This is an optimization exercise on Yosys and OpenROAD, whose aim is small area, a short achievable clock period and few clock cycles per item, not a production implementation.
Function was checked by simulation only, so behaviour that the tests miss may differ from the original.

==> job 6677: inputs <==
// aes_128_key_inv
module aes_128_key_inv
(
    input  logic       clk,
    input  logic       rst,
    input  logic       key_vld_i,
    input  aes_pkg::aes_key_t key_i,
    output logic       key_rdy_o,
    output logic       rk_vld_o,
    input  logic       rk_rdy_i,
    output aes_pkg::aes_key_t rk_o,
    output logic [3:0] rk_idx_o,
    output logic       rk_last_o
);
==> flow/config.mk <==
export PLATFORM = sky130hd
export DESIGN_NAME = aes_128_key_inv
export DESIGN_NICKNAME = aes_128_key_inv
export VERILOG_FILES = /design/flow/design.v
export SDC_FILE = /design/flow/constraint.sdc
export NUM_CORES = 4
export LEC_CHECK = 0
export CAP_MARGIN = 20
export CORE_MARGIN = 2
export CORE_UTILIZATION = 40
export CTS_BUF_LIST = sky130_fd_sc_hd__clkbuf_8
export SLEW_MARGIN = 20
export SYNTH_HIERARCHICAL = 1
export SYNTH_MINIMUM_KEEP_SIZE = 0
==> flow/constraint.sdc <==
create_clock -name core_clock -period 16.0 [get_ports {clk}]
set_input_delay 3.2000 -clock core_clock [delete_from_list [all_inputs] [get_ports {clk}]]
set_output_delay 3.2000 -clock core_clock [all_outputs]
set_load 0.01 [all_outputs]
standard.sh (not shown) runs the stock make flow with config.mk's settings and CLKGATE_MAP_FILE= SYNTH_SCRIPT=/design/flow/synth_recipe.tcl, a recipe that flattens the netlist after the stock synthesis.
==> flow/flow/run.sh <==
#!/bin/bash
set -euo pipefail
export BUFFER_PORTS_ARGS="-buffer_cell sky130_fd_sc_hd__buf_1"
export SETUP_SLACK_MARGIN=10
export SKIP_INCREMENTAL_REPAIR=1
bash standard.sh > standard_flow.log 2>&1
==> inputs of job 4192, as changes to job 6677 <==
--- a/flow/config.mk
+++ b/flow/config.mk
@@ -13,2 +13,3 @@
 export SYNTH_HIERARCHICAL = 1
 export SYNTH_MINIMUM_KEEP_SIZE = 0
+export TNS_END_PERCENT = 0
==> summary.txt <==
| metric | job 4192 | job 6677 |
|---|---|---|
| Number of antenna violations at the first check in global routing | 0 | 1 |
| Measured slew at the worst slew-check pin | 0.9087 ns | 0.9015 ns |
| Worst reg2reg path startpoint | key_q[39] | key_q[36] |
| Post-Place Cell Area | 17,260 um^2 | 17,260 um^2 |
| Final Non-Filler Cells | 2,656 | 2,675 |
| Run status | complete, no violations | complete, no violations |
| Average routed wire per standard cell | 20.34 um | 20.63 um |
| Final non-clock buffer share | 6.726% | 7.431% |
| CP Capture Point | rk_o[61] | rk_o[102] |
| Hold slack final | 0.4965 ns | 0.4741 ns |
| Clk_buf instances | 17 | 19 |
| Setup WS post-layout | 9.794 ns | 9.896 ns |
| FMAX | 0.1611 GHz | 0.1638 GHz |
| Routability Congestion | 0.9398 | 0.9394 |
| Met1 wire length | 23.55 mm | 24.33 mm |
| Flop2flop setup slack | 9.88 ns | 10.00 ns |
| Pre-antenna DRT Iters | 8 | 7 |
| Overall via count from detail_route | 13,421 | 13,676 |
| # resized after CTS | 52 | 96 |
| Total Wirelength | 54.01 mm | 55.20 mm |
| Met2 Resource Use GR | 43.36% | 45.45% |
| Clock latency on the worst-skew pair | 0.48 ns | 0.47 ns |
| Number of cells after detailed placement | 2,611 | 2,612 |
| Total half-perimeter wirelength after legalization and detailed placement | 43.13 mm | 43.46 mm |
| Proportion of cell area occupied by registers | 14.93% | 14.55% |
| Vias/cell | 5.053 | 5.113 |
Testbench counts of job 6677, summed over its fixed seeds: cycles 3,840, items 3,520.
Testbench counts of job 4192, summed over its fixed seeds: cycles 3,840, items 3,520.

==> build 83: inputs <==
aes_128_key_inv, a different RTL version from the one above (not shown whole).
make LEC_CHECK=0 CAP_MARGIN=20 CORE_MARGIN=2 CORE_UTILIZATION=40 SLEW_MARGIN=20 SYNTH_HIERARCHICAL=1 SYNTH_MINIMUM_KEEP_SIZE=0 finish   # period 16.0 ns
run.sh (not shown) runs the stock make flow with config.mk's settings and CLKGATE_MAP_FILE= SYNTH_SCRIPT=/design/flow/synth_recipe.tcl, a recipe that flattens the netlist after the stock synthesis.
Stock flow here: none of the scripts above is used.
==> trial 6 (differences from build 83) <==
==> flow/flow/run.sh (new file) <==
#!/bin/bash
set -euo pipefail
export BUFFER_PORTS_ARGS="-buffer_cell sky130_fd_sc_hd__buf_1"
export SETUP_SLACK_MARGIN="${MARGIN:-10}"
bash standard.sh > standard_flow.log 2>&1
==> flow/standard.sh (new file) <==
#!/bin/bash
# synth_recipe.tcl (not shown) runs the flow's synth.tcl, then flattens the netlist and writes it again
# the make line also repeats each setting of config.mk as NAME=value (left out here)
make -C /OpenROAD-flow-scripts/flow DESIGN_CONFIG=/design/flow/config.mk WORK_HOME=/design/flow/orfs CLKGATE_MAP_FILE= SYNTH_SCRIPT=/design/flow/synth_recipe.tcl "${@:-finish}"
removed: flow/run.sh
==> comparison <==
Build 83 passed the timing, design-rule and antenna checks. Trial 6 finished clean. In synthesized cell count, trial 6 and build 83 do not differ. Clock-buffer cell count: build 83 is higher than trial 6 (4). Of build 83 and trial 6, trial 6 has the higher core utilization (gap 1.1 points). Of trial 6 and build 83, trial 6 has the higher first-iteration DRC count (gap 24%, measured against build 83). Against build 83, the wire length of trial 6 is larger by about 0.7%.
Testbench counts of build 83, summed over its fixed seeds: cycles 3,840, items 3,520.
Testbench counts of trial 6, summed over its fixed seeds: cycles 3,840, items 3,520.

==> what the ideal ports hide <==
No port has a modelled driver above. Below, the same layouts with a new extraction and two added sets of constraints.
Step 1, drivers: a clkbuf_16 drives clk and a buf_2 each remaining input, both assumed.
Step 2 also shifts input and output timing later by t, the mid clock arrival at the registers, as if the neighbouring blocks saw the same clock.
Three values: ideal, step 1, step 2; two values: the first two.
| run | shift t [ns] | setup WS [ns] | clock arrival spread, ns | worst register clock-pin slew, ns | worst data-port slew with drivers (ns) |
|---|---|---|---|---|---|
| job 6677 | 0.514 | 9.896 / 9.842 / 9.998 | 0.026 / 0.026 | 0.09 / 0.09 | 0.08 |
| job 4192 | 0.513 | 9.794 / 9.746 / 9.878 | 0.022 / 0.022 | 0.10 / 0.10 | 0.05 |
| build 83 | 0.486 | 8.326 / 8.275 / 8.762 | 0.015 / 0.015 | 0.07 / 0.07 | 0.08 |
| trial 6 | 0.502 | 9.997 / 9.942 / 10.199 | 0.016 / 0.016 | 0.07 / 0.07 | 0.05 |
After both steps setup and hold are still met in every run listed.
